From an optimization exercise on the open Yosys and OpenROAD flow, aimed at small area, a short achievable clock period and few clock cycles per item; shortcuts taken in it are not production practice.
Function was checked by simulation only, so behaviour that the tests miss may differ from the original.
Power is estimated from default activity; no workload was simulated.

lane 1:
## priority_ordered_ready_ring_top
module priority_ordered_ready_ring_top (
  input  logic                          clk,
  input  logic                          rst,
  input  logic                          in_valid,
  output logic                          in_stall,
  input  logic [1:0]                    command,
  input  logic [orr_pkg::ID_BITS-1:0]   thread_id,
  input  logic [orr_pkg::PRIO_BITS-1:0] priority_req,
  output logic                          out_valid,
  input  logic                          out_stall,
  output logic [1:0]                    status,
  output logic [orr_pkg::ID_BITS-1:0]   current_id,
  output logic                          current_valid
);
  logic                          move;
  logic                          exec;
  logic [1:0]                    cmd_q;
  logic [orr_pkg::ID_BITS-1:0]   id_q;
  logic [orr_pkg::PRIO_BITS-1:0] prio_q;
  logic [1:0]                    res_status;
  logic [orr_pkg::ID_BITS-1:0]   res_id;
  logic                          res_valid;
  logic [orr_pkg::ID_BITS-1:0]   cur_id;
  logic                          cur_valid;
  ...
==> flow/config.mk <==
export PLATFORM = sky130hd
export DESIGN_NAME = priority_ordered_ready_ring_top
export DESIGN_NICKNAME = priority_ordered_ready_ring_top
export VERILOG_FILES = /design/flow/design.v
export SDC_FILE = /design/flow/constraint.sdc
export NUM_CORES = 4
export LEC_CHECK = 0
export CAP_MARGIN = 20
export CORE_MARGIN = 2
export CORE_UTILIZATION = 55
export CTS_BUF_LIST = sky130_fd_sc_hd__clkbuf_4 sky130_fd_sc_hd__clkbuf_8
export CTS_CLUSTER_DIAMETER = 60
export CTS_CLUSTER_SIZE = 14
export SETUP_SLACK_MARGIN = 3.6
export SLEW_MARGIN = 20
==> flow/constraint.sdc <==
create_clock -name core_clock -period 6.0 [get_ports {clk}]
set_input_delay 1.2000 -clock core_clock [delete_from_list [all_inputs] [get_ports {clk}]]
set_output_delay 1.2000 -clock core_clock [all_outputs]
set_load 0.01 [all_outputs]
run.sh (not shown) runs the stock make flow with config.mk's settings and CLKGATE_MAP_FILE= SYNTH_SCRIPT=/design/flow/synth_recipe.tcl, a recipe that flattens the netlist after the stock synthesis.
Testbench counts of lane 1, summed over its fixed seeds: cycles 24,024, items 24,000.
## Diff of input files: lane 2 against lane 1
diff --git a/flow/design.v b/flow/design.v
--- a/flow/design.v
+++ b/flow/design.v
@@ -132,39 +132,52 @@
   logic [N-1:0]         hit_r, le_r, hp_r, hp_f, le_f;
   logic                 same_id, same_le;
   logic                 found_f, full_f, add_f, rem_f;
   logic [1:0]           status_f;
   logic [N-1:0]         valid_nx, mark_nx;
   logic [N-1:0]         hit_e;
   logic                 mark_hit, mark_last, any_mark;
   logic                 do_add, do_rem, do_sched;
   logic [N-1:0]         sel_new, sel_up, sel_dn, sel_hold;
   logic [N-1:0]         mark_sched;
   logic [IW-1:0]        sched_id;
+  logic [N:0][PW-1:0] le_a, le_d, le_hi;
+  logic [N:0]         le_any;
+  always_comb begin
+    for (int i = 0; i <= N; i++) begin
+      le_a[i] = (i == N) ? prio_e : slot_prio[(i == N) ? 0 : i];
+      le_d[i] = le_a[i] ^ prio_q;
+      for (int k = 0; k < PW; k++) begin
+        le_hi[i][k] = 1'b1;
+        for (int j = k + 1; j < PW; j++) le_hi[i][k] = le_hi[i][k] & !le_d[i][j];
+      end
+      le_any[i] = |(le_a[i] & ~prio_q & le_hi[i]);
+    end
+  end
   always_comb begin
     for (int i = 0; i < N; i++) begin
       hit_r[i] = slot_valid[i] && (slot_id[i] == id_q);
-      le_r[i]  = slot_valid[i] && (slot_prio[i] <= prio_q);
+      le_r[i]  = slot_valid[i] && !le_any[i];
     end
   end
   logic [N-1:0] hp1, hp2, hp3;
   always_comb begin
     for (int i = 0; i < N; i++) begin
       hp1[i]  = hit_r[i] | ((i >= 1) ? hit_r[(i >= 1) ? i-1 : 0] : 1'b0);
       hp2[i]  = hp1[i]   | ((i >= 2) ? hp1[(i >= 2) ? i-2 : 0]   : 1'b0);
       hp3[i]  = hp2[i]   | ((i >= 4) ? hp2[(i >= 4) ? i-4 : 0]   : 1'b0);
       hp_r[i] = hp3[i]   | ((i >= 8) ? hp3[(i >= 8) ? i-8 : 0]   : 1'b0);
     end
   end
   assign same_id = (id_e == id_q);
-  assign same_le = (prio_e <= prio_q);
+  assign same_le = !le_any[N];
   always_comb begin
     for (int i = 0; i < N; i++) begin
       hp_f[i] = !(do_rem && same_id) &&
                 ((sel_hold[i] && hp_r[i]) ||
                  ((sel_new[i] || sel_up[i]) && (same_id || ((i != 0) && hp_r[(i == 0) ? 0 : i-1]))) ||
                  (sel_dn[i] && hp_r[(i == N-1) ? N-1 : i+1]));
       le_f[i] = (sel_hold[i] && le_r[i]) || (sel_new[i] && same_le) ||
                 (sel_up[i] && le_r[(i == 0) ? 0 : i-1]) ||
                 (sel_dn[i] && (i != N-1) && le_r[(i == N-1) ? N-1 : i+1]);
     end
   end
Findings:
- Combinational power went down by more than 10% going from lane 1 to lane 2.
- Compared with lane 1, in lane 2 sequential power lost 7.8%, area of the die lost 840 µm².
- Required time of the critical path in lane 2 vs lane 1: down 0.05 ns
- As far as worst-skew pair later-pin latency is concerned, lane 1 and lane 2 perform about the same.
- Non-clock buffer count down about 2.4% in lane 2 wrt lane 1
- Core box area improves in lane 2 relative to lane 1.
- Between lane 2 and lane 1, it is lane 2 whose count of multi-input gates is lower, by about 1.6%.
Testbench counts of lane 2, summed over its fixed seeds: cycles 24,024, items 24,000.

static timing again, ports no longer ideal:
How much do the figures lean on ideal ports? The routed layouts below were timed once more, with nothing changed but the port constraints.
Step 1 sets driving cells, clkbuf_16 on the clock port and buf_2 on the other inputs (assumed; they add their load-dependent delay and slew).
Step 2 times the ports against the registers' clock, not the clock port: input delays grow and output delays shrink by t, the midpoint of the rising clock arrivals with the driver on.
Three values: ideal ports, drivers, drivers and shift; two values: the first two.
| run | t, ns | setup slack, ns | worst setup path after step 2 | slew at the worst register clock pin (ns) | worst data-port slew with drivers (ns) |
|---|---|---|---|---|---|
| lane 1 | 0.692 | 3.496 / 3.496 / 3.395 | input to register | 0.10 / 0.10 | 0.04 |
| lane 2 | 0.712 | 3.365 / 3.365 / 3.365 | register to register | 0.10 / 0.10 | 0.04 |
After both steps every run listed still meets setup and hold. For lane 1, which loses most, drivers alone change the setup slack by 0.000 ns; drivers and shift together by -0.101 ns.
